Background: an optimization exercise with open tools, aiming at small area, a short achievable clock period and few clock cycles per item. Do not read the settings as production practice.
Only simulation tests tie the RTL to the original design; equivalence was not proved.
Power figures rest on the tool's default switching activity, not on a simulated workload.

## flow/design.v (module list and top-level ports; edited modules follow where they fit)
// module exu_hilo: 41 lines
// module exu_alu: 97 lines
// module exu_mul: 971 lines
// module exu_div: 157 lines
// module exu_top: 237 lines
module exu_top
(
	input  logic                    clk,
	input  logic                    arst_n_i,
	input  logic                    req_valid_i,
	input  logic [5-1:0]    req_op_i,
	input  logic [32-1:0]    req_opa_i,
	input  logic [32-1:0]    req_opb_i,
	input  logic [5-1:0]  req_rd_i,
	output logic                    wb_valid_o,
	output logic [5-1:0]  wb_rd_o,
	output logic                    wb_we_o,
	output logic [32-1:0]    wb_data_o,
	output logic                    busy_o
);
  // ...
==> flow/run.sh <==
#!/bin/bash
# synth_recipe.tcl (not shown) runs the flow's synth.tcl, then flattens the netlist and writes it again
# the make line also repeats each setting of config.mk as NAME=value (left out here)
make -C /OpenROAD-flow-scripts/flow DESIGN_CONFIG=/design/flow/config.mk WORK_HOME=/design/flow/orfs CLKGATE_MAP_FILE= SYNTH_SCRIPT=/design/flow/synth_recipe.tcl finish
==> flow/config.mk <==
export PLATFORM = sky130hd
export DESIGN_NAME = exu_top
export DESIGN_NICKNAME = exu_top
export VERILOG_FILES = /design/flow/design.v
export SDC_FILE = /design/flow/constraint.sdc
export NUM_CORES = 4
export LEC_CHECK = 0
export ABC_AREA = 1
export CAP_MARGIN = 20
export CORE_MARGIN = 2
export CORE_UTILIZATION = 40
export SLEW_MARGIN = 20
==> flow/constraint.sdc <==
create_clock -name core_clock -period 24.0 [get_ports {clk}]
set_input_delay 4.8000 -clock core_clock [delete_from_list [all_inputs] [get_ports {clk}]]
set_output_delay 4.8000 -clock core_clock [all_outputs]
set_load 0.01 [all_outputs]
==> flow_metrics.py, run 1 <==
metrics = {
    "layout": {
        "seq_area_frac": 0.209,
        "buffers": 284,
        "fillers": 13400,
        "syn2layout_area_growth_pct": 10.7,
    },
    "clock_network": {
        "ctsHoldBuffers": 0,
        "insertion_delay_ns": 0.71,
    },
    "critical_path": {
        "crit_buf_inv": 7,
        "r2r-start": "op1_q[4]",
        "crit_type": "register to register",
    },
    "synth": {
        "synth_cell_type_count": 69,
        "ys_seq_area_frac": 0.231,
        "synth_top_family_by_area": "adder cells",
        "avgSynthCellArea_um2": 7.36,
    },
    "global_routing": {
        "grt_max_degree": 97,
        "grt_use_met2": 0.479,
    },
    "die": {
        "well_tap_count": 1755,
        "coreArea_mm2": 0.131,
    },
    "drt": {
        "via_per_inst": 5.81,
        "num_vias": 52200,
        "drc": 0,
        "drtPass1Iterations": 8,
    },
    "outcome": {
        "status": "finished clean",
    },
    "sta": {
        "final_max_slew_viol_count": 0,
        "setup-violations-final": 0,
        "fin_ws_ns": 16.94,
    },
}
Testbench counts, summed over its fixed seeds: cycles 27,892, ops 24,016.
==> module exu_top, before the edit <==
module exu_top
(
	input  logic                    clk,
	input  logic                    arst_n_i,
	input  logic                    req_valid_i,
	input  logic [5-1:0]    req_op_i,
	input  logic [32-1:0]    req_opa_i,
	input  logic [32-1:0]    req_opb_i,
	input  logic [5-1:0]  req_rd_i,
	output logic                    wb_valid_o,
	output logic [5-1:0]  wb_rd_o,
	output logic                    wb_we_o,
	output logic [32-1:0]    wb_data_o,
	output logic                    busy_o
);
	localparam int XLEN = 32;
	function automatic logic uses_mul(input logic [5-1:0] op);
		uses_mul = (op == OP_MUL) || (op == OP_MULT) || (op == OP_MULTU);
	endfunction
	function automatic logic uses_hilo(input logic [5-1:0] op);
		case (op)
			OP_MFHI, OP_MFLO, OP_MTHI, OP_MTLO, OP_MULT, OP_MULTU, OP_DIV, OP_DIVU:
				uses_hilo = 1'b1;
			default:
				uses_hilo = 1'b0;
		endcase
	endfunction
	logic                   busy_q;
	logic                   v1_q;
	logic                   hl1_q;
	exu_pkg::exu_op_e       op1_q;
	logic [XLEN-1:0]        a1_q;
	logic [XLEN-1:0]        b1_q;
	logic [5-1:0] rd1_q;
	logic                   dv1_q;
	logic                   ml1_q;
	logic                   ml2_q;
	logic                   div_run_nx;
	logic                   div_more_nx;
	logic                   v1_nx;
	logic                   hl1_nx;
	logic                   dv1_nx;
	logic                   ml1_nx;
	logic                   mf1_nx;
	logic                   mf1_q;
	assign busy_o = busy_q;
	assign v1_nx  = busy_q ? v1_q  : req_valid_i;
	assign hl1_nx = busy_q ? hl1_q : uses_hilo(req_op_i);
	assign dv1_nx = busy_q ? dv1_q : ((req_op_i == OP_DIV) || (req_op_i == OP_DIVU));
	assign ml1_nx = busy_q ? ml1_q : uses_mul(req_op_i);
	assign mf1_nx = busy_q ? mf1_q : ((req_op_i == OP_MFHI) || (req_op_i == OP_MFLO));
	always_ff @(posedge clk or negedge arst_n_i)
	begin
		if (!arst_n_i)
		begin
			v1_q   <= 1'b0;
			busy_q <= 1'b0;
		end
		else
		begin
			v1_q   <= v1_nx;
			busy_q <= (v1_nx && hl1_nx && (dv1_nx ? div_run_nx : div_more_nx)) ||
				  (v1_nx && ml1_nx && go1 && ml1_q) ||
				  (v1_nx && mf1_nx && go1 && (op1_q == OP_MULT || op1_q == OP_MULTU));
		end
	end
	always_ff @(posedge clk)
	begin
		if (!busy_q)
		begin
			hl1_q <= uses_hilo(req_op_i);
			dv1_q <= (req_op_i == OP_DIV) || (req_op_i == OP_DIVU);
			ml1_q <= uses_mul(req_op_i);
			mf1_q <= (req_op_i == OP_MFHI) || (req_op_i == OP_MFLO);
			op1_q <= exu_pkg::exu_op_e'(req_op_i);
			a1_q  <= req_opa_i;
			b1_q  <= req_opb_i;
			rd1_q <= req_rd_i;
		end
	end
	logic                   v2_q;
	logic [63:0]            ms2_q;
	logic [63:0]            mc2_q;
	logic            go1;
	logic [XLEN-1:0] alu_res;
	logic            alu_ovf;
	logic [63:0]     mul_s;
	logic [63:0]     mul_c;
	assign go1 = v1_q && !busy_q;
	logic        p2;
	logic [32:0] ax1;
	logic [18:0] by1;
	logic [32:0] ax2_q;
	logic [18:0] by2_q;
	logic        sgn1;
	assign p2   = v2_q && ml2_q;
	assign sgn1 = (op1_q == OP_MUL) || (op1_q == OP_MULT);
	assign ax1  = {sgn1 && a1_q[XLEN-1], a1_q};
	assign by1  = {b1_q[17:0], 1'b0};
	exu_alu i_exu_alu
	(
		.op_i   (op1_q),
		.opa_i  (a1_q),
		.opb_i  (b1_q),
		.res_o  (alu_res),
		.ovf_o  (alu_ovf)
	);
	exu_mul i_exu_mul
	(
		.ax_i    (p2 ? ax2_q : ax1),
		.by_i    (p2 ? by2_q : by1),
		.cs_s_i  (p2 ? ms2_q[63:18] : '0),
		.cs_c_i  (p2 ? mc2_q[63:18] : '0),
		.s_o     (mul_s),
		.c_o     (mul_c)
	);
	logic        div_wr;
	logic [31:0] div_hi;
	logic [31:0] div_lo;
	exu_div i_exu_div
	(
		.clk        (clk),
		.arst_n_i   (arst_n_i),
		.start_i    (go1 && dv1_q),
		.signed_i   (op1_q == OP_DIV),
		.opa_i      (a1_q),
		.opb_i      (b1_q),
		.run_nx_o       (div_run_nx),
		.run_more_nx_o  (div_more_nx),
		.wr_o       (div_wr),
		.wr_hi_o    (div_hi),
		.wr_lo_o    (div_lo)
	);
	logic                   gpr2_q;
	logic [5-1:0] rd2_q;
	logic                   we2_q;
	logic [XLEN-1:0]        res2_q;
	logic                   mul2_q;
	logic                   mfhi2_q;
	logic                   mflo2_q;
	logic                   mult2_q;
	logic                   mthi2_q;
	logic                   mtlo2_q;
	always_ff @(posedge clk or negedge arst_n_i)
	begin
		if (!arst_n_i)
			v2_q <= 1'b0;
		else
			v2_q <= go1;
	end
	always_ff @(posedge clk)
	begin
		gpr2_q  <= !((op1_q == OP_NOP) || (op1_q == OP_MTHI) || (op1_q == OP_MTLO) ||
			     (op1_q == OP_MULT) || (op1_q == OP_MULTU) ||
			     (op1_q == OP_DIV) || (op1_q == OP_DIVU));
		rd2_q   <= rd1_q;
		we2_q   <= !(alu_ovf && ((op1_q == OP_ADD) || (op1_q == OP_SUB)));
		res2_q  <= alu_res;
		mul2_q  <= (op1_q == OP_MUL);
		ml2_q   <= ml1_q;
		ax2_q   <= ax1;
		by2_q   <= {{4{sgn1 && b1_q[XLEN-1]}}, b1_q[31:17]};
		mfhi2_q <= (op1_q == OP_MFHI);
		mflo2_q <= (op1_q == OP_MFLO);
		mult2_q <= (op1_q == OP_MULT) || (op1_q == OP_MULTU);
		mthi2_q <= (op1_q == OP_MTHI);
		mtlo2_q <= (op1_q == OP_MTLO);
		ms2_q   <= mul_s;
		mc2_q   <= mul_c;
	end
	exu_pkg::exu_hilo_t hilo;
	exu_pkg::exu_hilo_t hilo_cur;
	logic [XLEN:0]      prod_lo;
	logic [XLEN-1:0]    wb_data_d;
	assign prod_lo = {1'b0, mul_s[13:0], ms2_q[17:0]} + {1'b0, mul_c[13:0], mc2_q[17:0]};
	logic               mlt3_q;
	logic [XLEN-1:0]    hs3_q;
	logic [XLEN-1:0]    hc3_q;
	logic               cy3_q;
	logic [XLEN-1:0]    lo3_q;
	always_ff @(posedge clk or negedge arst_n_i)
	begin
		if (!arst_n_i)
			mlt3_q <= 1'b0;
		else
			mlt3_q <= v2_q && mult2_q;
	end
	always_ff @(posedge clk)
	begin
		hs3_q <= mul_s[45:14];
		hc3_q <= mul_c[45:14];
		cy3_q <= prod_lo[XLEN];
		lo3_q <= prod_lo[XLEN-1:0];
	end
	assign hilo_cur.hi = div_wr ? div_hi : hilo.hi;
	assign hilo_cur.lo = div_wr ? div_lo : hilo.lo;
	always_comb
	begin
		if (mul2_q)
			wb_data_d = prod_lo[XLEN-1:0];
		else if (mfhi2_q)
			wb_data_d = hilo_cur.hi;
		else if (mflo2_q)
			wb_data_d = hilo_cur.lo;
		else
			wb_data_d = res2_q;
	end
	exu_hilo i_exu_hilo
	(
		.clk       (clk),
		.arst_n_i  (arst_n_i),
		.div_wr_i  (div_wr),
		.div_hi_i  (div_hi),
		.div_lo_i  (div_lo),
		.mul_wr_i  (mlt3_q),
		.mul_hi_i  (hs3_q + hc3_q + {{(XLEN-1){1'b0}}, cy3_q}),
		.mul_lo_i  (lo3_q),
		.hi_we_i   (v2_q && mthi2_q),
		.lo_we_i   (v2_q && mtlo2_q),
		.hi_i      (res2_q),
		.lo_i      (res2_q),
		.hilo_o    (hilo)
	);
	always_ff @(posedge clk or negedge arst_n_i)
	begin
		if (!arst_n_i)
			wb_valid_o <= 1'b0;
		else
			wb_valid_o <= v2_q && gpr2_q;
	end
	always_ff @(posedge clk)
	begin
		wb_rd_o   <= rd2_q;
		wb_we_o   <= we2_q;
		wb_data_o <= wb_data_d;
	end
endmodule
==> run 2, diff against run 1 <==
--- a/flow/design.v
+++ b/flow/design.v
@@ -169,46 +169,40 @@
 			default:
 				res_o = a;
 		endcase
 	end
 endmodule
 module exu_mul
 (
 	input  logic [32:0]   ax_i,
-	input  logic [18:0]   by_i,
+	input  logic [8:0]    one_i,
+	input  logic [8:0]    two_i,
+	input  logic [8:0]    neg_i,
 	input  logic [45:0]   cs_s_i,
 	input  logic [45:0]   cs_c_i,
 	output logic [63:0]   s_o,
 	output logic [63:0]   c_o
 );
 	localparam int NPP = 9;
 	logic [32:0] ax;
-	logic [18:0] by;    
 	assign ax = ax_i;
-	assign by = by_i;
 	logic [NPP-1:0]       neg;
 	logic [NPP-1:0][33:0] pp;
 	always_comb
 	begin
 		for (int i = 0; i < NPP; i++)
 		begin
-			logic y2, y1, y0, one, two;
-			y2 = by[2*i+2];
-			y1 = by[2*i+1];
-			y0 = by[2*i];
-			one    = y1 ^ y0;
-			two    = (y2 & !y1 & !y0) | (!y2 & y1 & y0);
-			neg[i] = y2;
+			neg[i] = neg_i[i];
 			for (int j = 0; j < 34; j++)
 			begin
 				logic aj, ajm;
 				aj  = (j == 33) ? ax[32] : ax[j];
 				ajm = (j == 0) ? 1'b0 : ax[j-1];
-				pp[i][j] = ((one & aj) | (two & ajm)) ^ y2;
+				pp[i][j] = ((one_i[i] & aj) | (two_i[i] & ajm)) ^ neg_i[i];
 			end
 		end
 	end
 	logic s1, c2, s3, c4, s5, c6, s7, c8;
 	logic s9, c10, s11, c12, s13, c14, s15, c16;
 	logic s17, c18, s19, c20, s21, c22, s23, c24;
 	logic s25, c26, s27, c28, s29, c30, s31, c32;
 	logic s33, c34, s35, c36, s37, c38, s39, c40;
@@ -1312,16 +1306,26 @@
 	input  logic [5-1:0]  req_rd_i,
 	output logic                    wb_valid_o,
 	output logic [5-1:0]  wb_rd_o,
 	output logic                    wb_we_o,
 	output logic [32-1:0]    wb_data_o,
 	output logic                    busy_o
 );
 	localparam int XLEN = 32;
+	function automatic logic [26:0] booth9(input logic [18:0] by);
+		logic [8:0] one, two, neg;
+		for (int i = 0; i < 9; i++)
+		begin
+			one[i] = by[2*i+1] ^ by[2*i];
+			two[i] = (by[2*i+2] & !by[2*i+1] & !by[2*i]) | (!by[2*i+2] & by[2*i+1] & by[2*i]);
+			neg[i] = by[2*i+2];
+		end
+		booth9 = {neg, two, one};
+	endfunction
 	function automatic logic uses_mul(input logic [5-1:0] op);
 		uses_mul = (op == OP_MUL) || (op == OP_MULT) || (op == OP_MULTU);
 	endfunction
 	function automatic logic uses_hilo(input logic [5-1:0] op);
 		case (op)
 			OP_MFHI, OP_MFLO, OP_MTHI, OP_MTLO, OP_MULT, OP_MULTU, OP_DIV, OP_DIVU:
 				uses_hilo = 1'b1;
 			default:
@@ -1331,18 +1335,20 @@
 	logic                   busy_q;
 	logic                   v1_q;
 	logic                   hl1_q;
 	exu_pkg::exu_op_e       op1_q;
 	logic [XLEN-1:0]        a1_q;
 	logic [XLEN-1:0]        b1_q;
 	logic [5-1:0] rd1_q;
 	logic                   dv1_q;
+	logic                   sd1_q;
+	logic                   ms1_q;
+	logic [26:0]            bd1_q;
 	logic                   ml1_q;
-	logic                   ml2_q;
 	logic                   div_run_nx;
 	logic                   div_more_nx;
 	logic                   v1_nx;
 	logic                   hl1_nx;
 	logic                   dv1_nx;
 	logic                   ml1_nx;
 	logic                   mf1_nx;
 	logic                   mf1_q;
@@ -1368,16 +1374,19 @@
 		end
 	end
 	always_ff @(posedge clk)
 	begin
 		if (!busy_q)
 		begin
 			hl1_q <= uses_hilo(req_op_i);
 			dv1_q <= (req_op_i == OP_DIV) || (req_op_i == OP_DIVU);
+			sd1_q <= (req_op_i == OP_DIV);
+			ms1_q <= (req_op_i == OP_MUL) || (req_op_i == OP_MULT);
+			bd1_q <= booth9({req_opb_i[17:0], 1'b0});
 			ml1_q <= uses_mul(req_op_i);
 			mf1_q <= (req_op_i == OP_MFHI) || (req_op_i == OP_MFLO);
 			op1_q <= exu_pkg::exu_op_e'(req_op_i);
 			a1_q  <= req_opa_i;
 			b1_q  <= req_opb_i;
 			rd1_q <= req_rd_i;
 		end
 	end
@@ -1385,52 +1394,51 @@
 	logic [63:0]            ms2_q;
 	logic [63:0]            mc2_q;
 	logic            go1;
 	logic [XLEN-1:0] alu_res;
 	logic            alu_ovf;
 	logic [63:0]     mul_s;
 	logic [63:0]     mul_c;
 	assign go1 = v1_q && !busy_q;
-	logic        p2;
+	logic        p2_q;
 	logic [32:0] ax1;
-	logic [18:0] by1;
 	logic [32:0] ax2_q;
-	logic [18:0] by2_q;
+	logic [26:0] bd2_q;
 	logic        sgn1;
-	assign p2   = v2_q && ml2_q;
-	assign sgn1 = (op1_q == OP_MUL) || (op1_q == OP_MULT);
+	assign sgn1 = ms1_q;
 	assign ax1  = {sgn1 && a1_q[XLEN-1], a1_q};
-	assign by1  = {b1_q[17:0], 1'b0};
 	exu_alu i_exu_alu
 	(
 		.op_i   (op1_q),
 		.opa_i  (a1_q),
 		.opb_i  (b1_q),
 		.res_o  (alu_res),
 		.ovf_o  (alu_ovf)
 	);
 	exu_mul i_exu_mul
 	(
-		.ax_i    (p2 ? ax2_q : ax1),
-		.by_i    (p2 ? by2_q : by1),
-		.cs_s_i  (p2 ? ms2_q[63:18] : '0),
-		.cs_c_i  (p2 ? mc2_q[63:18] : '0),
+		.ax_i    (p2_q ? ax2_q : ax1),
+		.one_i   (p2_q ? bd2_q[8:0] : bd1_q[8:0]),
+		.two_i   (p2_q ? bd2_q[17:9] : bd1_q[17:9]),
+		.neg_i   (p2_q ? bd2_q[26:18] : bd1_q[26:18]),
+		.cs_s_i  (p2_q ? ms2_q[63:18] : '0),
+		.cs_c_i  (p2_q ? mc2_q[63:18] : '0),
 		.s_o     (mul_s),
 		.c_o     (mul_c)
 	);
 	logic        div_wr;
 	logic [31:0] div_hi;
 	logic [31:0] div_lo;
 	exu_div i_exu_div
 	(
 		.clk        (clk),
 		.arst_n_i   (arst_n_i),
 		.start_i    (go1 && dv1_q),
-		.signed_i   (op1_q == OP_DIV),
+		.signed_i   (sd1_q),
 		.opa_i      (a1_q),
 		.opb_i      (b1_q),
 		.run_nx_o       (div_run_nx),
 		.run_more_nx_o  (div_more_nx),
 		.wr_o       (div_wr),
 		.wr_hi_o    (div_hi),
 		.wr_lo_o    (div_lo)
 	);
@@ -1442,32 +1450,37 @@
 	logic                   mfhi2_q;
 	logic                   mflo2_q;
 	logic                   mult2_q;
 	logic                   mthi2_q;
 	logic                   mtlo2_q;
 	always_ff @(posedge clk or negedge arst_n_i)
 	begin
 		if (!arst_n_i)
+		begin
 			v2_q <= 1'b0;
+			p2_q <= 1'b0;
+		end
 		else
+		begin
 			v2_q <= go1;
+			p2_q <= go1 && ml1_q;
+		end
 	end
 	always_ff @(posedge clk)
 	begin
 		gpr2_q  <= !((op1_q == OP_NOP) || (op1_q == OP_MTHI) || (op1_q == OP_MTLO) ||
 			     (op1_q == OP_MULT) || (op1_q == OP_MULTU) ||
 			     (op1_q == OP_DIV) || (op1_q == OP_DIVU));
 		rd2_q   <= rd1_q;
 		we2_q   <= !(alu_ovf && ((op1_q == OP_ADD) || (op1_q == OP_SUB)));
 		res2_q  <= alu_res;
 		mul2_q  <= (op1_q == OP_MUL);
-		ml2_q   <= ml1_q;
 		ax2_q   <= ax1;
-		by2_q   <= {{4{sgn1 && b1_q[XLEN-1]}}, b1_q[31:17]};
+		bd2_q   <= booth9({{4{sgn1 && b1_q[XLEN-1]}}, b1_q[31:17]});
 		mfhi2_q <= (op1_q == OP_MFHI);
 		mflo2_q <= (op1_q == OP_MFLO);
 		mult2_q <= (op1_q == OP_MULT) || (op1_q == OP_MULTU);
 		mthi2_q <= (op1_q == OP_MTHI);
 		mtlo2_q <= (op1_q == OP_MTLO);
 		ms2_q   <= mul_s;
 		mc2_q   <= mul_c;
 	end
==> flow/flow/run.sh (new file) <==
#!/bin/bash
# Layout flow: the standard layout (standard.sh, which runs the standard
# synthesis unchanged) at the design's clock and constraints, with two
# changes to how the layout is optimised:
#  - the input and output port buffers are a plain sky130_fd_sc_hd__buf_4
#    rather than the delay buffer buffer_ports picks by itself (every port
#    still gets its own buffer);
#  - repair_timing keeps working until the setup slack is 18 ns, that is
#    until paths fit in about 6 ns, instead of stopping at any positive slack.
set -euo pipefail
cd "$(dirname "$0")/.."
bash standard.sh \
	"BUFFER_PORTS_ARGS=-buffer_cell sky130_fd_sc_hd__buf_4" \
	SETUP_SLACK_MARGIN=18 \
	finish > standard.log 2>&1
==> flow/standard.sh (new file) <==
#!/bin/bash
# synth_recipe.tcl (not shown) runs the flow's synth.tcl, then flattens the netlist and writes it again
# the make line also repeats each setting of config.mk as NAME=value (left out here)
make -C /OpenROAD-flow-scripts/flow DESIGN_CONFIG=/design/flow/config.mk WORK_HOME=/design/flow/orfs CLKGATE_MAP_FILE= SYNTH_SCRIPT=/design/flow/synth_recipe.tcl "${@:-finish}"
removed: flow/run.sh
==> run 2 against run 1 <==
Compared with the run above: still clean on timing, DRC and antenna; synthesized cell count up 1.3%; final area up 2.4%; clock power down 4%; register-to-register slack better by 1.2 ns; total power down 0.41%; setup slack better by 1.1 ns; clock skew down 0.0095 ns; sequential power up 5%; via count up 3.0%; wire length up 5.7%; critical path depth down 30; cell count up 1.6%; critical path type is now register to primary output; highest routed layer unchanged.
==> flow_metrics.py, run 2 <==
metrics = {
    "drt": {
        "drtPass1Iterations": 6,
        "drt-initial-drc-count": 6917,
        "via_per_inst": 5.89,
        "num_vias": 53700,
        "wirelength_mm": 234,
        "wl_per_cell_um": 25.7,
        "drc": 0,
        "ant_nets": 0,
    },
    "critical_path": {
        "r2r-start": "a1_q[6]",
        "crit_chain": "buf_4",
        "cpPeakStageDelay_ns": 0.38,
        "cpMaxStageDelayCell": "dfxtp_1",
        "path_depth": 1,
        "critical-path-top-delay-family": "flip-flops",
        "crit_path_end": "wb_data_o[23]",
        "cp-end-kind": "primary output",
        "crit_buf_inv": 1,
        "rrSetupSlack_ns": 18.15,
        "cp_max_fo": 1,
        "crit_required_ns": 19.20,
        "start_kind": "register",
        "reg2reg_depth": 20,
        "crit_type": "register to primary output",
        "cp-startpoint": "wb_data_o[23]",
        "arrival_ns": 1.19,
        "reg2reg_to": "wb_data_o[28]",
    },
    "clock_network": {
        "ctsLongestPathBuffers": 3,
        "cts.sinks": 547,
        "cts_tree": "done",
        "insertion_delay_ns": 0.70,
        "numCtsBuffers": 68,
        "cts_max_level": 3,
        "cts_root_buf": "clkbuf_16",
        "ctsHoldBuffers": 0,
        "path_clk_slew_ns": 0.06,
    },
    "run": {
        "max_cap_viol_count": 0,
    },
    "synth": {
        "ys_ff_latch": 547,
        "synth.area.top_cells": "fa_1, dfxtp_1, nand2_1",
        "netlist.area_leader.share": 0.125,
        "async_reset_ff_frac": 0.132,
        "syn_nets": 8027,
        "synth_ff_type": "dfxtp_1",
        "synthCells": 7289,
        "synth-edff-count": 163,
        "ys_seq_area_frac": 0.239,
        "synth.most_common_cell": "nand2_1",
        "yosys_warnings": 5,
        "ys_top_cells_by_count": "nand2_1, inv_1, o21ai_0, xor2_1, a21oi_1",
        "yosysTopAreaCell": "fa_1",
        "syn-cell-area_mm2": 0.0542,
        "avgSynthCellArea_um2": 7.44,
        "synth_cell_type_count": 62,
    },
    "pwr": {
        "power_mw": 10.6,
        "power_density_mw_per_mm2": 178,
        "vdd_drop_max_v": 0.000187,
        "leakagePower_nw": 27.4,
    },
    "layout": {
        "fillers": 13700,
        "multiInputGateArea_mm2": 0.0364,
        "fin_cells": 9122,
        "mostFrequentLayoutCell": "nand2_1",
        "syn2layout_area_growth_pct": 10.6,
        "seq_area_mm2": 0.0130,
        "top_register": "i_exu_hilo.hilo_q",
        "utilization": 0.444,
        "nets": 8020,
        "drive_gt1_frac": 0.0774,
        "reg_top3": "i_exu_hilo.hilo_q (64), i_exu_div.x_q (34), ax2_q (33)",
        "largest_reg_flops": 64,
        "layout_common_cells": "nand2_1, inv_1, o21ai_0",
    },
    "sta": {
        "final_max_slew_viol_count": 0,
        "grt_setup_unrepaired": "true",
        "setup-violations-final": 0,
        "hold_viol_final": 0,
        "finalCritPeriodShare": 0.250,
        "clock.fmax_mhz": 167,
        "skew_ns": 0.0517,
        "tns_ns": 0,
        "worst_pin_slew_ns": 1.19,
        "relSlewSlack": 0.208,
        "min_period_ns": 5.99,
        "fin_ws_ns": 18.01,
    },
    "global_routing": {
        "grt_max_degree": 80,
        "grt-ovfl-total": 0,
        "grt_antenna_before_repair": 17,
        "grt_pass1_vias": 50000,
        "grt_use_total": 0.331,
        "grt_pass1_wl_mm": 338,
    },
    "place": {
        "hpwl_mm": 177,
        "dp.cells": 8955,
        "post-place-ws_ns": 17.34,
        "port_buffers": 116,
        "gp_congestion": 1.06,
    },
    "die": {
        "die_x_um": 372,
        "dieArea_mm2": 0.138,
        "die_y_um": 372,
        "initial_utilization": 0.402,
        "ios": 117,
        "rows": 135,
        "coreArea_mm2": 0.135,
    },
    "worst_hold_path": {
        "hp-class": "register to register",
        "whs_path_depth": 0,
    },
    "outcome": {
        "status": "finished clean",
    },
}
==> run 2: cell count changes after synthesis, sizes merged, moves of 19 or more <==
cell,previous run,this run
nand3,345,301
edfxtp,144,163
o211ai,94,135
inv,992,967
a21oi,415,467
nand2,1316,1356
==> run 2: through the flow <==
step	hold WS [ns]	instance area [um^2]
finish	0.326	59900
global route	0.331	59900
CTS	0.328	59500
detailed placement	0.313	57200
global placement	0.312	57200
floorplan	0.310	54200
==> run 2: logic make-up after synthesis <==
group	Yosys count	synth area share
AOI/OAI and AO/OA	1872	0.198
adders and majority gates	661	0.199
buffers and inverters	1379	0.0973
xor gates and xnor gates	533	0.0861
DFF	547	0.239
and+or+nand+nor	2258	0.173
muxes	39	0.00741
==> run 2: repair_timing <==
action / CTS / global route
endpoints found under the setup margin: 55 / 47
pin swaps: 0 / 2
cloned: 0 / 2
hold endpoints to repair: 0 / 0
resized for setup: 23 / 25
buffers inserted: 4 / 31
==> run 2: worst min-delay path by stage <==
stage | end | slack (ns) | from
after floorplan | wb_rd_o[0] | 0.31 | rd2_q[0]
after global placement | wb_rd_o[2] | 0.31 | rd2_q[2]
after detailed placement | wb_rd_o[4] | 0.31 | rd2_q[4]
after CTS | wb_rd_o[4] | 0.33 | rd2_q[4]
after global routing | wb_rd_o[4] | 0.33 | rd2_q[4]
final | wb_we_o | 0.33 | we2_q
==> run 2: report_power, final <==
group	internal [mW]	total, mW	switching (mW)
clock network	0.604	1.06	0.455
logic	2.81	7.77	4.95
registers	1.46	1.82	0.361
==> run 2: metal layers <==
| layer | GRT usage | wire length [um] | vias to the layer above |
|---|---|---|---|
| met5 | 0.00175 | 101 | - |
| met4 | 0.188 | 15800 | 14 |
| met3 | 0.0738 | 25800 | 664 |
| met2 | 0.486 | 97400 | 3179 |
| met1 | 0.445 | 95100 | 25500 |
| li1 | - | - | 24300 |
==> run 2: area by class of cell <==
| class | count | share of cell area |
|---|---|---|
| diodes | 6 | 0.000251 |
| clock buffers | 93 | 0.0317 |
| clock inverters | 30 | 0.00553 |
| inverters | 999 | 0.0632 |
| multi-input cells | 5363 | 0.607 |
| flip-flops and latches | 547 | 0.216 |
| well taps | 1781 | 0.0372 |
| repair buffers | 301 | 0.0390 |
| repair inverters | 2 | 0.000251 |
Testbench counts of run 2, summed over its fixed seeds: cycles 27,892, ops 24,016.
==> module exu_hilo, before the edit <==
module exu_hilo
(
	input  logic          clk,
	input  logic          arst_n_i,
	input  logic          div_wr_i,
	input  logic [31:0]   div_hi_i,
	input  logic [31:0]   div_lo_i,
	input  logic          mul_wr_i,
	input  logic [31:0]   mul_hi_i,
	input  logic [31:0]   mul_lo_i,
	input  logic          hi_we_i,
	input  logic          lo_we_i,
	input  logic [31:0]   hi_i,
	input  logic [31:0]   lo_i,
	output exu_pkg::exu_hilo_t     hilo_o
);
	exu_pkg::exu_hilo_t hilo_q;
	always_ff @(posedge clk or negedge arst_n_i)
	begin
		if (!arst_n_i)
		begin
			hilo_q <= '0;
		end
		else
		begin
			if (hi_we_i)
				hilo_q.hi <= hi_i;
			else if (div_wr_i)
				hilo_q.hi <= div_hi_i;
			else if (mul_wr_i)
				hilo_q.hi <= mul_hi_i;
			if (lo_we_i)
				hilo_q.lo <= lo_i;
			else if (div_wr_i)
				hilo_q.lo <= div_lo_i;
			else if (mul_wr_i)
				hilo_q.lo <= mul_lo_i;
		end
	end
	assign hilo_o = hilo_q;
endmodule
==> module exu_div, before the edit <==
module exu_div
(
	input  logic          clk,
	input  logic          arst_n_i,
	input  logic          start_i,
	input  logic          signed_i,
	input  logic [31:0]   opa_i,
	input  logic [31:0]   opb_i,
	output logic          run_nx_o,
	output logic          run_more_nx_o,
	output logic          wr_o,
	output logic [31:0]   wr_hi_o,
	output logic [31:0]   wr_lo_o
);
	localparam int G  = 1;
	localparam int M  = 2 * G;
	localparam int LM = $clog2(M);
	localparam int XB = 32 + M;
	localparam int W  = XB + 3;
	function automatic logic [5:0] clz32(input logic [31:0] v);
		logic        z16, z8, z4, z2, z1;
		logic [15:0] h16;
		logic [7:0]  h8;
		logic [3:0]  h4;
		logic [1:0]  h2;
		z16 = (v[31:16] == 16'h0);
		h16 = z16 ? v[15:0] : v[31:16];
		z8  = (h16[15:8] == 8'h0);
		h8  = z8 ? h16[7:0] : h16[15:8];
		z4  = (h8[7:4] == 4'h0);
		h4  = z4 ? h8[3:0] : h8[7:4];
		z2  = (h4[3:2] == 2'h0);
		h2  = z2 ? h4[1:0] : h4[3:2];
		z1  = !h2[1];
		if (v == 32'h0)
			clz32 = 6'd32;
		else
			clz32 = {1'b0, z16, z8, z4, z2, z1};
	endfunction
	typedef enum logic [1:0] {S_IDLE, S_ITER, S_FIN} st_e;
	st_e               st_q;
	st_e               st_d;
	logic [4:0]        cnt_q;
	logic [4:0]        cnt_d;
	logic              a_neg;
	logic              b_neg;
	logic [31:0]       a_mag;
	logic [31:0]       b_mag;
	logic [5:0]        clza;
	logic [5:0]        clzb;
	logic [5:0]        clzb_raw;
	logic [6:0]        k;
	logic [4:0]        kk;
	logic [XB-1:0]     x_al;
	logic              short;
	logic [31:0]       rem_q;
	logic [XB-1:0]     x_q;
	logic [31:0]       quo_q;
	logic              q_neg_q;
	logic              r_neg_q;
	logic              dz_q;
	assign a_neg = signed_i && opa_i[31];
	assign b_neg = signed_i && opb_i[31];
	assign a_mag = a_neg ? -opa_i : opa_i;
	assign b_mag = b_neg ? -opb_i : opb_i;
	assign clzb_raw = clz32(b_neg ? ~opb_i : opb_i);
	assign clzb     = clzb_raw[5] ? 6'd31 : clzb_raw;
	assign clza = a_neg ? (clz32(~opa_i) - 1'b1) : clz32(opa_i);
	assign k     = {1'b0, clzb} - {1'b0, clza};
	assign kk    = k[4:0] | 5'(M - 1);
	assign short = k[6] || (opb_i == '0);
	assign x_al  = XB'(b_mag) << (kk - 1'b1);
	logic [31:0]   rem_it;
	logic [31:0]   quo_it;
	logic [XB-1:0] x_it;
	always_comb
	begin
		rem_it = rem_q;
		quo_it = quo_q;
		x_it   = x_q;
		for (int j = 0; j < G; j++)
		begin
			logic [W-1:0] r, x1, x2, d1, d2, d3, s3, c3;
			logic         ge1, ge2, ge3;
			r  = W'(rem_it);
			x1 = W'(x_it);
			x2 = W'(x_it) << 1;
			d1 = r - x1;
			d2 = r - x2;
			s3 = r ^ ~x1 ^ ~x2;
			c3 = (((r & ~x1) | (r & ~x2) | (~x1 & ~x2)) << 1) | W'(1);
			d3 = s3 + c3 + W'(1);
			ge1 = !d1[W-1];
			ge2 = !d2[W-1];
			ge3 = !d3[W-1];
			quo_it = {quo_it[29:0], ge2, ge3 | (ge1 & !ge2)};
			if (ge3)
				rem_it = d3[31:0];
			else if (ge2)
				rem_it = d2[31:0];
			else if (ge1)
				rem_it = d1[31:0];
			x_it = x_it >> 2;
		end
	end
	always_comb
	begin
		st_d  = st_q;
		cnt_d = cnt_q;
		case (st_q)
			S_ITER:
			begin
				cnt_d = cnt_q - 1'b1;
				if (cnt_q == '0)
					st_d = S_FIN;
			end
			default:
				st_d = S_IDLE;
		endcase
		if (start_i)
		begin
			st_d  = short ? S_FIN : S_ITER;
			cnt_d = kk >> LM;
		end
	end
	always_ff @(posedge clk or negedge arst_n_i)
	begin
		if (!arst_n_i)
			st_q <= S_IDLE;
		else
			st_q <= st_d;
	end
	always_ff @(posedge clk)
	begin
		cnt_q <= cnt_d;
		if (start_i)
		begin
			rem_q   <= a_mag;
			x_q     <= x_al;
			quo_q   <= '0;
			q_neg_q <= signed_i && (opa_i[31] ^ opb_i[31]);
			r_neg_q <= a_neg;
			dz_q    <= (opb_i == '0);
		end
		else if (st_q == S_ITER)
		begin
			rem_q <= rem_it;
			quo_q <= quo_it;
			x_q   <= x_it;
		end
	end
	assign run_nx_o      = (st_d == S_ITER);
	assign run_more_nx_o = (st_d == S_ITER) && (cnt_d != '0);
	assign wr_o    = (st_q == S_FIN);
	assign wr_hi_o = r_neg_q ? -rem_q : rem_q;
	assign wr_lo_o = dz_q ? '1 : (q_neg_q ? -quo_q : quo_q);
endmodule
==> run 3, diff against run 2 <==
--- a/flow/design.v
+++ b/flow/design.v
@@ -36,7 +36,8 @@
 (
 	input  logic          clk,
 	input  logic          arst_n_i,
-	input  logic          div_wr_i,
+	input  logic          div_wr_hi_i,
+	input  logic          div_wr_lo_i,
 	input  logic [31:0]   div_hi_i,
 	input  logic [31:0]   div_lo_i,
 	input  logic          mul_wr_i,
@@ -59,13 +60,13 @@
 		begin
 			if (hi_we_i)
 				hilo_q.hi <= hi_i;
-			else if (div_wr_i)
+			else if (div_wr_hi_i)
 				hilo_q.hi <= div_hi_i;
 			else if (mul_wr_i)
 				hilo_q.hi <= mul_hi_i;
 			if (lo_we_i)
 				hilo_q.lo <= lo_i;
-			else if (div_wr_i)
+			else if (div_wr_lo_i)
 				hilo_q.lo <= div_lo_i;
 			else if (mul_wr_i)
 				hilo_q.lo <= mul_lo_i;
@@ -1142,14 +1143,17 @@
 	input  logic          clk,
 	input  logic          arst_n_i,
 	input  logic          start_i,
+	input  logic          drop_hi_i,
+	input  logic          drop_lo_i,
 	input  logic          signed_i,
 	input  logic [31:0]   opa_i,
 	input  logic [31:0]   opb_i,
-	output logic          run_nx_o,
-	output logic          run_more_nx_o,
-	output logic          wr_o,
-	output logic [31:0]   wr_hi_o,
-	output logic [31:0]   wr_lo_o
+	output logic          hi_more_nx_o,
+	output logic          lo_more_nx_o,
+	output logic          wr_hi_o,
+	output logic          wr_lo_o,
+	output logic [31:0]   hi_o,
+	output logic [31:0]   lo_o
 );
 	localparam int G  = 1;
 	localparam int M  = 2 * G;
@@ -1181,6 +1185,10 @@
 	st_e               st_d;
 	logic [4:0]        cnt_q;
 	logic [4:0]        cnt_d;
+	logic              hi_en_q;
+	logic              lo_en_q;
+	logic              hi_en_d;
+	logic              lo_en_d;
 	logic              a_neg;
 	logic              b_neg;
 	logic [31:0]       a_mag;
@@ -1256,18 +1264,32 @@
 			default:
 				st_d = S_IDLE;
 		endcase
+		hi_en_d = hi_en_q && !drop_hi_i;
+		lo_en_d = lo_en_q && !drop_lo_i;
 		if (start_i)
 		begin
-			st_d  = short ? S_FIN : S_ITER;
-			cnt_d = kk >> LM;
+			st_d    = short ? S_FIN : S_ITER;
+			cnt_d   = kk >> LM;
+			hi_en_d = 1'b1;
+			lo_en_d = 1'b1;
 		end
+		else if (!hi_en_d && !lo_en_d)
+			st_d = S_IDLE;
 	end
 	always_ff @(posedge clk or negedge arst_n_i)
 	begin
 		if (!arst_n_i)
-			st_q <= S_IDLE;
+		begin
+			st_q    <= S_IDLE;
+			hi_en_q <= 1'b0;
+			lo_en_q <= 1'b0;
+		end
 		else
-			st_q <= st_d;
+		begin
+			st_q    <= st_d;
+			hi_en_q <= hi_en_d;
+			lo_en_q <= lo_en_d;
+		end
 	end
 	always_ff @(posedge clk)
 	begin
@@ -1288,11 +1310,12 @@
 			x_q   <= x_it;
 		end
 	end
-	assign run_nx_o      = (st_d == S_ITER);
-	assign run_more_nx_o = (st_d == S_ITER) && (cnt_d != '0);
-	assign wr_o    = (st_q == S_FIN);
-	assign wr_hi_o = r_neg_q ? -rem_q : rem_q;
-	assign wr_lo_o = dz_q ? '1 : (q_neg_q ? -quo_q : quo_q);
+	assign hi_more_nx_o = (st_d == S_ITER) && (cnt_d != '0) && hi_en_d;
+	assign lo_more_nx_o = (st_d == S_ITER) && (cnt_d != '0) && lo_en_d;
+	assign wr_hi_o = (st_q == S_FIN) && hi_en_q;
+	assign wr_lo_o = (st_q == S_FIN) && lo_en_q;
+	assign hi_o    = r_neg_q ? -rem_q : rem_q;
+	assign lo_o    = dz_q ? '1 : (q_neg_q ? -quo_q : quo_q);
 endmodule
 import exu_pkg::*;
 module exu_top
@@ -1324,17 +1347,8 @@
 	function automatic logic uses_mul(input logic [5-1:0] op);
 		uses_mul = (op == OP_MUL) || (op == OP_MULT) || (op == OP_MULTU);
 	endfunction
-	function automatic logic uses_hilo(input logic [5-1:0] op);
-		case (op)
-			OP_MFHI, OP_MFLO, OP_MTHI, OP_MTLO, OP_MULT, OP_MULTU, OP_DIV, OP_DIVU:
-				uses_hilo = 1'b1;
-			default:
-				uses_hilo = 1'b0;
-		endcase
-	endfunction
 	logic                   busy_q;
 	logic                   v1_q;
-	logic                   hl1_q;
 	exu_pkg::exu_op_e       op1_q;
 	logic [XLEN-1:0]        a1_q;
 	logic [XLEN-1:0]        b1_q;
@@ -1344,18 +1358,20 @@
 	logic                   ms1_q;
 	logic [26:0]            bd1_q;
 	logic                   ml1_q;
-	logic                   div_run_nx;
-	logic                   div_more_nx;
+	logic                   div_hi_nx;
+	logic                   div_lo_nx;
 	logic                   v1_nx;
-	logic                   hl1_nx;
-	logic                   dv1_nx;
+	logic                   rh1_nx;
+	logic                   rl1_nx;
+	logic                   rh1_q;
+	logic                   rl1_q;
 	logic                   ml1_nx;
 	logic                   mf1_nx;
 	logic                   mf1_q;
 	assign busy_o = busy_q;
 	assign v1_nx  = busy_q ? v1_q  : req_valid_i;
-	assign hl1_nx = busy_q ? hl1_q : uses_hilo(req_op_i);
-	assign dv1_nx = busy_q ? dv1_q : ((req_op_i == OP_DIV) || (req_op_i == OP_DIVU));
+	assign rh1_nx = busy_q ? rh1_q : (req_op_i == OP_MFHI);
+	assign rl1_nx = busy_q ? rl1_q : (req_op_i == OP_MFLO);
 	assign ml1_nx = busy_q ? ml1_q : uses_mul(req_op_i);
 	assign mf1_nx = busy_q ? mf1_q : ((req_op_i == OP_MFHI) || (req_op_i == OP_MFLO));
 	always_ff @(posedge clk or negedge arst_n_i)
@@ -1368,7 +1384,8 @@
 		else
 		begin
 			v1_q   <= v1_nx;
-			busy_q <= (v1_nx && hl1_nx && (dv1_nx ? div_run_nx : div_more_nx)) ||
+			busy_q <= (v1_nx && rh1_nx && div_hi_nx) ||
+				  (v1_nx && rl1_nx && div_lo_nx) ||
 				  (v1_nx && ml1_nx && go1 && ml1_q) ||
 				  (v1_nx && mf1_nx && go1 && (op1_q == OP_MULT || op1_q == OP_MULTU));
 		end
@@ -1377,7 +1394,8 @@
 	begin
 		if (!busy_q)
 		begin
-			hl1_q <= uses_hilo(req_op_i);
+			rh1_q <= (req_op_i == OP_MFHI);
+			rl1_q <= (req_op_i == OP_MFLO);
 			dv1_q <= (req_op_i == OP_DIV) || (req_op_i == OP_DIVU);
 			sd1_q <= (req_op_i == OP_DIV);
 			ms1_q <= (req_op_i == OP_MUL) || (req_op_i == OP_MULT);
@@ -1425,7 +1443,8 @@
 		.s_o     (mul_s),
 		.c_o     (mul_c)
 	);
-	logic        div_wr;
+	logic        div_wr_hi;
+	logic        div_wr_lo;
 	logic [31:0] div_hi;
 	logic [31:0] div_lo;
 	exu_div i_exu_div
@@ -1433,14 +1452,17 @@
 		.clk        (clk),
 		.arst_n_i   (arst_n_i),
 		.start_i    (go1 && dv1_q),
+		.drop_hi_i  (go1 && ((op1_q == OP_MTHI) || (op1_q == OP_MULT) || (op1_q == OP_MULTU))),
+		.drop_lo_i  (go1 && ((op1_q == OP_MTLO) || (op1_q == OP_MULT) || (op1_q == OP_MULTU))),
 		.signed_i   (sd1_q),
 		.opa_i      (a1_q),
 		.opb_i      (b1_q),
-		.run_nx_o       (div_run_nx),
-		.run_more_nx_o  (div_more_nx),
-		.wr_o       (div_wr),
-		.wr_hi_o    (div_hi),
-		.wr_lo_o    (div_lo)
+		.hi_more_nx_o  (div_hi_nx),
+		.lo_more_nx_o  (div_lo_nx),
+		.wr_hi_o    (div_wr_hi),
+		.wr_lo_o    (div_wr_lo),
+		.hi_o       (div_hi),
+		.lo_o       (div_lo)
 	);
 	logic                   gpr2_q;
 	logic [5-1:0] rd2_q;
@@ -1508,8 +1530,8 @@
 		cy3_q <= prod_lo[XLEN];
 		lo3_q <= prod_lo[XLEN-1:0];
 	end
-	assign hilo_cur.hi = div_wr ? div_hi : hilo.hi;
-	assign hilo_cur.lo = div_wr ? div_lo : hilo.lo;
+	assign hilo_cur.hi = div_wr_hi ? div_hi : hilo.hi;
+	assign hilo_cur.lo = div_wr_lo ? div_lo : hilo.lo;
 	always_comb
 	begin
 		if (mul2_q)
@@ -1525,7 +1547,8 @@
 	(
 		.clk       (clk),
 		.arst_n_i  (arst_n_i),
-		.div_wr_i  (div_wr),
+		.div_wr_hi_i (div_wr_hi),
+		.div_wr_lo_i (div_wr_lo),
 		.div_hi_i  (div_hi),
 		.div_lo_i  (div_lo),
 		.mul_wr_i  (mlt3_q),
==> run 3 against run 2 <==
Compared with the run above: global-route usage down 0.24 points; first-iteration DRC count up 2.0%; synthesized area up 0.53%; sequential power down 16%; clock power up 5%; critical path type unchanged.
==> flow_metrics.py, run 3 <==
metrics = {
    "outcome": {
        "status": "finished clean",
    },
    "critical_path": {
        "r2r-start": "op1_q[4]",
        "cpPeakStageDelay_ns": 0.43,
        "reg2reg_to": "res2_q[0]",
        "path_depth": 1,
        "cpMaxStageDelayCell": "dfrtp_2",
        "arrival_ns": 1.24,
        "crit_path_end": "busy_o",
        "crit_required_ns": 19.20,
        "cp-end-kind": "primary output",
        "critical-path-top-delay-family": "flip-flops",
        "start_kind": "register",
        "rrSetupSlack_ns": 18.07,
        "cp_max_fo": 2,
        "crit_chain": "buf_6",
        "cp-startpoint": "busy_q",
        "crit_type": "register to primary output",
        "reg2reg_depth": 24,
        "crit_buf_inv": 1,
    },
    "synth": {
        "yosys_warnings": 5,
        "syn-cell-area_mm2": 0.0545,
        "synth_fa_ha_area_frac": 0.198,
        "ys_ff_latch": 550,
        "synth.most_common_cell": "nand2_1",
        "synth-edff-count": 163,
        "synth_ff_type": "dfxtp_1",
        "syn_nets": 8063,
        "yosysTopAreaCell": "fa_1",
        "synth_top_family_by_area": "adder cells",
        "async_reset_ff_frac": 0.135,
        "synth-simple-area-share": 0.181,
        "synth_mux_area_frac": 0.00625,
        "synthCells": 7325,
        "netlist.area_leader.share": 0.124,
        "ys_seq_area_frac": 0.239,
        "avgSynthCellArea_um2": 7.44,
        "ys_top_cells_by_count": "nand2_1, inv_1, o21ai_0, xor2_1, a21oi_1",
        "synth_compound_area_frac": 0.191,
        "synth_cell_type_count": 71,
        "synth.area.top_cells": "fa_1, dfxtp_1, nand2_1",
        "synthXorXnorAreaFrac": 0.0866,
    },
    "layout": {
        "largest_reg_flops": 64,
        "mostFrequentLayoutCell": "nand2_1",
        "nets": 8045,
        "fin_cells": 9143,
        "finish.instance_area_mm2": 0.0602,
        "drive_gt1_frac": 0.0807,
        "layout_common_cells": "nand2_1, inv_1, o21ai_0",
        "syn2layout_area_growth_pct": 10.5,
        "utilization": 0.445,
        "reg_top3": "i_exu_hilo.hilo_q (64), i_exu_div.x_q (34), ax2_q (33)",
        "top_register": "i_exu_hilo.hilo_q",
    },
    "drt": {
        "wl_met1_mm": 96.4,
        "ant_nets": 0,
        "routed-wl-met2_mm": 98.2,
        "wirelength_mm": 234,
        "wl_per_cell_um": 25.6,
        "drtPass1Iterations": 8,
        "dr.max_layer_used": "met5",
        "num_vias": 53400,
        "dr_wl_met3_mm": 25.2,
        "via_per_inst": 5.84,
        "drt-initial-drc-count": 7055,
        "drc": 0,
    },
    "global_routing": {
        "grt_max_degree": 98,
        "grt_antenna_before_repair": 16,
        "grt_pass1_vias": 50200,
        "grt_use_total": 0.328,
        "grt-ovfl-total": 0,
        "grt_pass1_wl_mm": 342,
    },
    "die": {
        "coreArea_mm2": 0.135,
        "rows": 135,
        "dieArea_mm2": 0.139,
        "ios": 117,
        "die_y_um": 373,
        "initial_utilization": 0.403,
        "die_x_um": 373,
    },
    "clock_network": {
        "insertion_delay_ns": 0.70,
        "numCtsBuffers": 67,
        "ctsLongestPathBuffers": 3,
        "cts_tree": "done",
        "cts_root_buf": "clkbuf_16",
        "cts_max_level": 3,
        "cts.sinks": 550,
        "path_clk_slew_ns": 0.06,
    },
    "sta": {
        "fin_ws_ns": 17.96,
        "relSlewSlack": 0.253,
        "clock.fmax_mhz": 166,
        "tns_ns": 0,
        "setup-violations-final": 0,
        "min_period_ns": 6.04,
        "grt_setup_unrepaired": "true",
        "hold_viol_final": 0,
        "finalCritPeriodShare": 0.252,
        "whs_ns": 0.326,
        "worst_pin_slew_ns": 1.11,
        "final_max_slew_viol_count": 0,
        "skew_ns": 0.0338,
    },
    "worst_hold_path": {
        "min_from": "rd2_q[0]",
        "hp-class": "register to register",
    },
    "run": {
        "max_cap_viol_count": 0,
    },
    "pwr": {
        "leakagePower_nw": 27.7,
        "vdd_drop_max_v": 0.000112,
        "power_density_mw_per_mm2": 120,
        "power_mw": 7.26,
    },
    "place": {
        "dp.cells": 8972,
        "hpwl_mm": 177,
        "place_area_mm2": 0.0573,
        "port_buffers": 116,
        "gp_congestion": 1.04,
        "post-place-ws_ns": 16.65,
    },
}
## run 3: cell types whose count changed after synthesis, sizes merged, moves of 7 or more
| cell | previous run | this run |
|---|---|---|
| a21oi | 467 | 440 |
| a31oi | 38 | 64 |
| nand2 | 1356 | 1422 |
| nand3 | 301 | 328 |
| nand4 | 50 | 59 |
| nor2 | 400 | 421 |
| nor3 | 81 | 63 |
| o211ai | 135 | 105 |
| o21ai | 740 | 671 |
| o21bai | 14 | 7 |
| o22ai | 317 | 337 |
## run 3: report_power, final
group	switching (mW)	leakage [nW]	internal (mW)
clock	0.466	1.16	0.641
combinational	2.95	21.4	1.66
sequential	0.231	5.18	1.30
## run 3: cell type report
class	instances	area (um^2)
Fill cell	13700	75100
Multi-Input combinational cell	5400	36500
Sequential cell	550	13000
Inverter	999	3800
Timing Repair Buffer	288	2260
Tap cell	1781	2230
Clock buffer	94	2030
Clock inverter	28	344
Timing Repair inverter	1	7.51
Antenna cell	2	5.00
## run 3: worst min-delay path by stage
stage / endpoint / cells after the start
final: wb_rd_o[0] / 0
after global routing: wb_rd_o[1] / 0
after CTS: wb_rd_o[0] / 0
after detailed placement: wb_rd_o[4] / 0
after global placement: wb_rd_o[3] / 0
after floorplan: wb_rd_o[0] / 0
## run 3: logic make-up (layout without fill, tap and decap cells)
kind of cell | count (synthesis) | in the layout
simple gates | 2360 | 2360
flops | 550 | 550
mux | 33 | 33
buf+inv | 1375 | 1410
other cells | 0 | 2
fa+ha+maj | 661 | 661
compound gates | 1807 | 1807
xor+xnor | 539 | 539
## run 3: metal layers
layer  up-vias  GRT usage
li1      24400          -
met5         -          0
met3       552     0.0734
met2      3113      0.490
met4         8      0.163
met1     25400      0.445
## run 3: timing repair
| item | 4_1_cts | 5_1_grt |
|---|---|---|
| gates cloned | 1 | 0 |
| hold buffers | 0 | 0 |
| resized for setup | 34 | 23 |
| pin swaps | 2 | 1 |
| setup endpoints to repair | 77 | 50 |
| endpoints found under the hold margin | 0 | 0 |
| setup buffers | 7 | 38 |
Testbench counts of run 3, summed over its fixed seeds: cycles 25,600, ops 24,016.
==> run 4, diff against run 3 <==
--- a/flow/design.v
+++ b/flow/design.v
@@ -1150,6 +1150,8 @@
 	input  logic [31:0]   opb_i,
 	output logic          hi_more_nx_o,
 	output logic          lo_more_nx_o,
+	output logic          hi_more_o,
+	output logic          lo_more_o,
 	output logic          wr_hi_o,
 	output logic          wr_lo_o,
 	output logic [31:0]   hi_o,
@@ -1312,6 +1314,8 @@
 	end
 	assign hi_more_nx_o = (st_d == S_ITER) && (cnt_d != '0) && hi_en_d;
 	assign lo_more_nx_o = (st_d == S_ITER) && (cnt_d != '0) && lo_en_d;
+	assign hi_more_o    = (st_q == S_ITER) && (cnt_q != '0) && hi_en_q;
+	assign lo_more_o    = (st_q == S_ITER) && (cnt_q != '0) && lo_en_q;
 	assign wr_hi_o = (st_q == S_FIN) && hi_en_q;
 	assign wr_lo_o = (st_q == S_FIN) && lo_en_q;
 	assign hi_o    = r_neg_q ? -rem_q : rem_q;
@@ -1356,7 +1360,6 @@
 	logic                   dv1_q;
 	logic                   sd1_q;
 	logic                   ms1_q;
-	logic [26:0]            bd1_q;
 	logic                   ml1_q;
 	logic                   div_hi_nx;
 	logic                   div_lo_nx;
@@ -1368,12 +1371,20 @@
 	logic                   ml1_nx;
 	logic                   mf1_nx;
 	logic                   mf1_q;
+	logic                   stall;
+	logic                   div_hi_run;
+	logic                   div_lo_run;
+	logic                   p2_q;
+	logic                   v2_q;
+	logic                   mult2_q;
 	assign busy_o = busy_q;
-	assign v1_nx  = busy_q ? v1_q  : req_valid_i;
-	assign rh1_nx = busy_q ? rh1_q : (req_op_i == OP_MFHI);
-	assign rl1_nx = busy_q ? rl1_q : (req_op_i == OP_MFLO);
-	assign ml1_nx = busy_q ? ml1_q : uses_mul(req_op_i);
-	assign mf1_nx = busy_q ? mf1_q : ((req_op_i == OP_MFHI) || (req_op_i == OP_MFLO));
+	assign stall  = v1_q && ((rh1_q && div_hi_run) || (rl1_q && div_lo_run) ||
+				 (ml1_q && p2_q) || (mf1_q && v2_q && mult2_q));
+	assign v1_nx  = stall ? v1_q  : req_valid_i;
+	assign rh1_nx = stall ? rh1_q : (req_op_i == OP_MFHI);
+	assign rl1_nx = stall ? rl1_q : (req_op_i == OP_MFLO);
+	assign ml1_nx = stall ? ml1_q : uses_mul(req_op_i);
+	assign mf1_nx = stall ? mf1_q : ((req_op_i == OP_MFHI) || (req_op_i == OP_MFLO));
 	always_ff @(posedge clk or negedge arst_n_i)
 	begin
 		if (!arst_n_i)
@@ -1392,14 +1403,13 @@
 	end
 	always_ff @(posedge clk)
 	begin
-		if (!busy_q)
+		if (!stall)
 		begin
 			rh1_q <= (req_op_i == OP_MFHI);
 			rl1_q <= (req_op_i == OP_MFLO);
 			dv1_q <= (req_op_i == OP_DIV) || (req_op_i == OP_DIVU);
 			sd1_q <= (req_op_i == OP_DIV);
 			ms1_q <= (req_op_i == OP_MUL) || (req_op_i == OP_MULT);
-			bd1_q <= booth9({req_opb_i[17:0], 1'b0});
 			ml1_q <= uses_mul(req_op_i);
 			mf1_q <= (req_op_i == OP_MFHI) || (req_op_i == OP_MFLO);
 			op1_q <= exu_pkg::exu_op_e'(req_op_i);
@@ -1408,7 +1418,6 @@
 			rd1_q <= req_rd_i;
 		end
 	end
-	logic                   v2_q;
 	logic [63:0]            ms2_q;
 	logic [63:0]            mc2_q;
 	logic            go1;
@@ -1416,14 +1425,29 @@
 	logic            alu_ovf;
 	logic [63:0]     mul_s;
 	logic [63:0]     mul_c;
-	assign go1 = v1_q && !busy_q;
-	logic        p2_q;
+	assign go1 = v1_q && !stall;
 	logic [32:0] ax1;
-	logic [32:0] ax2_q;
-	logic [26:0] bd2_q;
 	logic        sgn1;
+	logic        p2_nx;
+	logic [32:0] max_q;
+	logic [26:0] mbd_q;
 	assign sgn1 = ms1_q;
 	assign ax1  = {sgn1 && a1_q[XLEN-1], a1_q};
+	assign p2_nx = go1 && ml1_q;
+	always_ff @(posedge clk)
+	begin
+		if (p2_nx || stall)
+			max_q <= ax1;
+		else
+			max_q <= {((req_op_i == OP_MUL) || (req_op_i == OP_MULT)) && req_opa_i[XLEN-1],
+				  req_opa_i};
+		if (p2_nx)
+			mbd_q <= booth9({{4{sgn1 && b1_q[XLEN-1]}}, b1_q[31:17]});
+		else if (stall)
+			mbd_q <= booth9({b1_q[17:0], 1'b0});
+		else
+			mbd_q <= booth9({req_opb_i[17:0], 1'b0});
+	end
 	exu_alu i_exu_alu
 	(
 		.op_i   (op1_q),
@@ -1434,10 +1458,10 @@
 	);
 	exu_mul i_exu_mul
 	(
-		.ax_i    (p2_q ? ax2_q : ax1),
-		.one_i   (p2_q ? bd2_q[8:0] : bd1_q[8:0]),
-		.two_i   (p2_q ? bd2_q[17:9] : bd1_q[17:9]),
-		.neg_i   (p2_q ? bd2_q[26:18] : bd1_q[26:18]),
+		.ax_i    (max_q),
+		.one_i   (mbd_q[8:0]),
+		.two_i   (mbd_q[17:9]),
+		.neg_i   (mbd_q[26:18]),
 		.cs_s_i  (p2_q ? ms2_q[63:18] : '0),
 		.cs_c_i  (p2_q ? mc2_q[63:18] : '0),
 		.s_o     (mul_s),
@@ -1458,6 +1482,8 @@
 		.opa_i      (a1_q),
 		.opb_i      (b1_q),
 		.hi_more_nx_o  (div_hi_nx),
+		.hi_more_o     (div_hi_run),
+		.lo_more_o     (div_lo_run),
 		.lo_more_nx_o  (div_lo_nx),
 		.wr_hi_o    (div_wr_hi),
 		.wr_lo_o    (div_wr_lo),
@@ -1471,7 +1497,6 @@
 	logic                   mul2_q;
 	logic                   mfhi2_q;
 	logic                   mflo2_q;
-	logic                   mult2_q;
 	logic                   mthi2_q;
 	logic                   mtlo2_q;
 	always_ff @(posedge clk or negedge arst_n_i)
@@ -1484,7 +1509,7 @@
 		else
 		begin
 			v2_q <= go1;
-			p2_q <= go1 && ml1_q;
+			p2_q <= p2_nx;
 		end
 	end
 	always_ff @(posedge clk)
@@ -1496,8 +1521,6 @@
 		we2_q   <= !(alu_ovf && ((op1_q == OP_ADD) || (op1_q == OP_SUB)));
 		res2_q  <= alu_res;
 		mul2_q  <= (op1_q == OP_MUL);
-		ax2_q   <= ax1;
-		bd2_q   <= booth9({{4{sgn1 && b1_q[XLEN-1]}}, b1_q[31:17]});
 		mfhi2_q <= (op1_q == OP_MFHI);
 		mflo2_q <= (op1_q == OP_MFLO);
 		mult2_q <= (op1_q == OP_MULT) || (op1_q == OP_MULTU);
==> run 4 against run 3 <==
Compared with the run above: sequential share of layout area is 0.78 points lower; combinational power is 3% lower; non-clock buffer count is 30 higher; wire length is 7.9% higher; worst hold slack better by 0.0019 ns; via count is 3.3% higher; synthesized area is 0.35% higher; first-iteration DRC count is 8.4% higher; flip-flop and latch count is 13 lower.
==> flow_metrics.py, run 4 <==
metrics = {
    "outcome": {
        "status": "finished clean",
    },
    "synth": {
        "syn-cell-area_mm2": 0.0547,
        "ys_ff_latch": 537,
        "yosys_warnings": 5,
        "synth_ff_type": "dfxtp_1",
        "avgSynthCellArea_um2": 7.28,
        "synth.area.top_cells": "fa_1, dfxtp_1, nand2_1",
        "yosysTopAreaCell": "fa_1",
        "syn_nets": 8256,
        "synth_cell_type_count": 61,
        "ys_top_cells_by_count": "nand2_1, inv_1, o21ai_0, xor2_1, a21oi_1",
        "synthCells": 7510,
        "synth-edff-count": 146,
        "netlist.area_leader.share": 0.124,
        "async_reset_ff_frac": 0.138,
        "synth.most_common_cell": "nand2_1",
        "ys_seq_area_frac": 0.230,
    },
    "critical_path": {
        "crit_chain": "buf_6",
        "cp-end-kind": "primary output",
        "crit_required_ns": 19.20,
        "crit_type": "register to primary output",
        "path_depth": 1,
        "cpPeakStageDelay_ns": 0.38,
        "crit_buf_inv": 1,
        "critical-path-top-delay-family": "flip-flops",
        "start_kind": "register",
        "cp_max_fo": 1,
        "cpMaxStageDelayCell": "dfrtp_1",
        "arrival_ns": 1.19,
        "reg2reg_depth": 17,
    },
    "sta": {
        "hold_viol_final": 0,
        "worst_pin_slew_ns": 1.10,
        "relSlewSlack": 0.269,
        "final_max_slew_viol_count": 0,
        "finalCritPeriodShare": 0.250,
        "tns_ns": 0,
        "setup-violations-final": 0,
        "grt_setup_unrepaired": "true",
        "clock.fmax_mhz": 167,
        "skew_ns": 0.0316,
        "min_period_ns": 5.99,
    },
    "drt": {
        "via_per_inst": 5.91,
        "drtPass1Iterations": 7,
        "ant_nets": 0,
        "num_vias": 55200,
        "drc": 0,
        "wl_per_cell_um": 27.0,
        "wirelength_mm": 252,
        "drt-initial-drc-count": 7647,
    },
    "global_routing": {
        "grt_use_met2": 0.507,
        "grt_use_total": 0.351,
        "grt_max_degree": 71,
        "grt_pass1_wl_mm": 361,
        "grt-ovfl-total": 0,
        "grt.busiest_layer": "met2",
        "grt_antenna_before_repair": 15,
        "grt_util_met1": 0.494,
        "grt_pass1_vias": 51500,
        "grt.met3_usage": 0.0843,
    },
    "die": {
        "die_x_um": 374,
        "initial_utilization": 0.403,
        "ios": 117,
        "coreArea_mm2": 0.136,
        "dieArea_mm2": 0.140,
        "rows": 135,
        "die_y_um": 374,
    },
    "layout": {
        "top_register": "i_exu_hilo.hilo_q",
        "mostFrequentLayoutCell": "nand2_1",
        "nets": 8255,
        "layout_common_cells": "nand2_1, inv_1, o21ai_0",
        "drive_gt1_frac": 0.0735,
        "reg_top3": "i_exu_hilo.hilo_q (64), i_exu_div.x_q (34), max_q (33)",
        "fillers": 13800,
        "utilization": 0.445,
        "syn2layout_area_growth_pct": 10.5,
        "largest_reg_flops": 64,
    },
    "worst_hold_path": {
        "hp-class": "register to register",
        "whs_path_depth": 0,
    },
    "clock_network": {
        "cts_tree": "done",
        "insertion_delay_ns": 0.70,
        "cts_root_buf": "clkbuf_16",
        "numCtsBuffers": 68,
        "cts.sinks": 537,
        "cts_max_level": 3,
        "path_clk_slew_ns": 0.06,
        "ctsLongestPathBuffers": 3,
    },
    "place": {
        "gp_congestion": 1.01,
        "port_buffers": 116,
        "hpwl_mm": 193,
    },
    "run": {
        "max_cap_viol_count": 0,
    },
    "pwr": {
        "vdd_drop_max_v": 0.000169,
        "power_density_mw_per_mm2": 117,
        "leakagePower_nw": 28.1,
    },
}
run 4: cell count changes in the layout (fill, tap and decap cells not counted), sizes merged, moves of 17 or more:
cell,change
inv,+88
clkinv,+36
edfxtp,-17
o22ai,-24
buf,+31
o21ai,+102
o211ai,+20
run 4: area by class of cell:
| cell class | instances | area (um^2) | area share |
|---|---|---|---|
| Clock buffer | 79 | 1780 | 0.0295 |
| Multi-Input combinational cell | 5471 | 36600 | 0.605 |
| Sequential cell | 537 | 12600 | 0.209 |
| Clock inverter | 47 | 567 | 0.00938 |
| Timing Repair inverter | 3 | 22.5 | 0.000373 |
| Inverter | 1110 | 4180 | 0.0692 |
| Timing Repair Buffer | 318 | 2470 | 0.0409 |
| Tap cell | 1781 | 2230 | 0.0369 |
| Antenna cell | 4 | 10.0 | 0.000166 |
run 4: routing by layer:
metal  wire length (um)  share of wire  vias to the layer above
met1             107000           0.42                    26400
met4              13000          0.051                       12
met3              29300           0.12                      581
li1                   -              -                    24800
met5                 76        0.00030                        -
met2             103000           0.41                     3398
run 4: cells by family (layout without fill, tap and decap cells):
logic type,after synthesis,in the layout,share of synthesized area
other,0,4,0
muxes,13,13,0.00238
buffers and inverters,1503,1557,0.105
and+or+nand+nor,2369,2369,0.179
xor gates and xnor gates,544,545,0.0871
AOI/OAI and AO/OA,1875,1875,0.196
DFF,537,537,0.230
adders and majority gates,669,669,0.199
run 4: worst paths after layout:
check	startpoint	endpoint	slack, ns
min reg2reg	rd2_q[0]	wb_rd_o[0]	0.33
min in group asynchronous	arst_n_i	i_exu_hilo.hilo_q[6]	3.98
max in group asynchronous	arst_n_i	p2_q	18.88
max	wb_valid_o	wb_valid_o	18.01
min	rd2_q[0]	wb_rd_o[0]	0.33
max reg2reg	mbd_q[18]	wb_data_o[31]	18.04
run 4: report_power, final:
part,switching [mW],internal [mW]
clock network,0.473,0.622
logic,2.92,1.58
registers,0.209,1.25
run 4: per-stage QoR:
stage,hold WS (ns),worst slack [ns],power [mW],instances,cell area [um^2]
after CTS,0.329,17.95,6.96,9280,59800
final,0.328,18.01,7.06,9350,60400
after detailed placement,0.319,17.07,5.84,9147,57300
after floorplan,0.310,18.09,4.10,7510,54700
after global placement,0.313,17.10,5.77,9146,57300
after global routing,0.333,17.97,7.56,9346,60400
run 4: timing repair:
action                                 CTS  global route
setup buffers                            4            64
cloned                                   3             1
hold buffers                             0             0
pin swaps                                2             1
resized for setup                       27            12
setup endpoints to repair               47            39
endpoints found under the hold margin    0             0
Testbench counts of run 4, summed over its fixed seeds: cycles 25,600, ops 24,016.

-- separate check: timing with driven ports --
The flow's constraints put no driver on any port. The routed layouts listed below were extracted and timed again, unchanged, in two steps. Step 1, drivers: a clkbuf_16 drives clk and a buf_2 each remaining input, both assumed. Step 2 moves the port delays by t, midway between the first and last clock arrival at a register: inputs arrive t later, outputs are due t later. That takes back most of the time a late clock gives input paths. Three values: ideal, step 1, step 2; two values: the first two.
| run | t (ns) | slack for setup (ns) | hold WS [ns] | clock arrival spread, ns |
|---|---|---|---|---|
| run 1 | 0.760 | 16.939 / 16.939 / 16.939 | 0.320 / 0.320 / 0.320 | 0.062 / 0.061 |
| run 2 | 0.757 | 18.008 / 17.923 / 17.670 | 0.326 / 0.326 / 0.326 | 0.056 / 0.056 |
| run 3 | 0.759 | 17.963 / 17.885 / 17.765 | 0.326 / 0.326 / 0.326 | 0.036 / 0.036 |
| run 4 | 0.776 | 18.011 / 17.927 / 17.431 | 0.328 / 0.328 / 0.328 | 0.038 / 0.039 |
After both steps setup and hold are still met in every run listed. The setup slack of run 4, which loses most, moves by -0.084 ns with the drivers and by -0.580 ns with both steps.
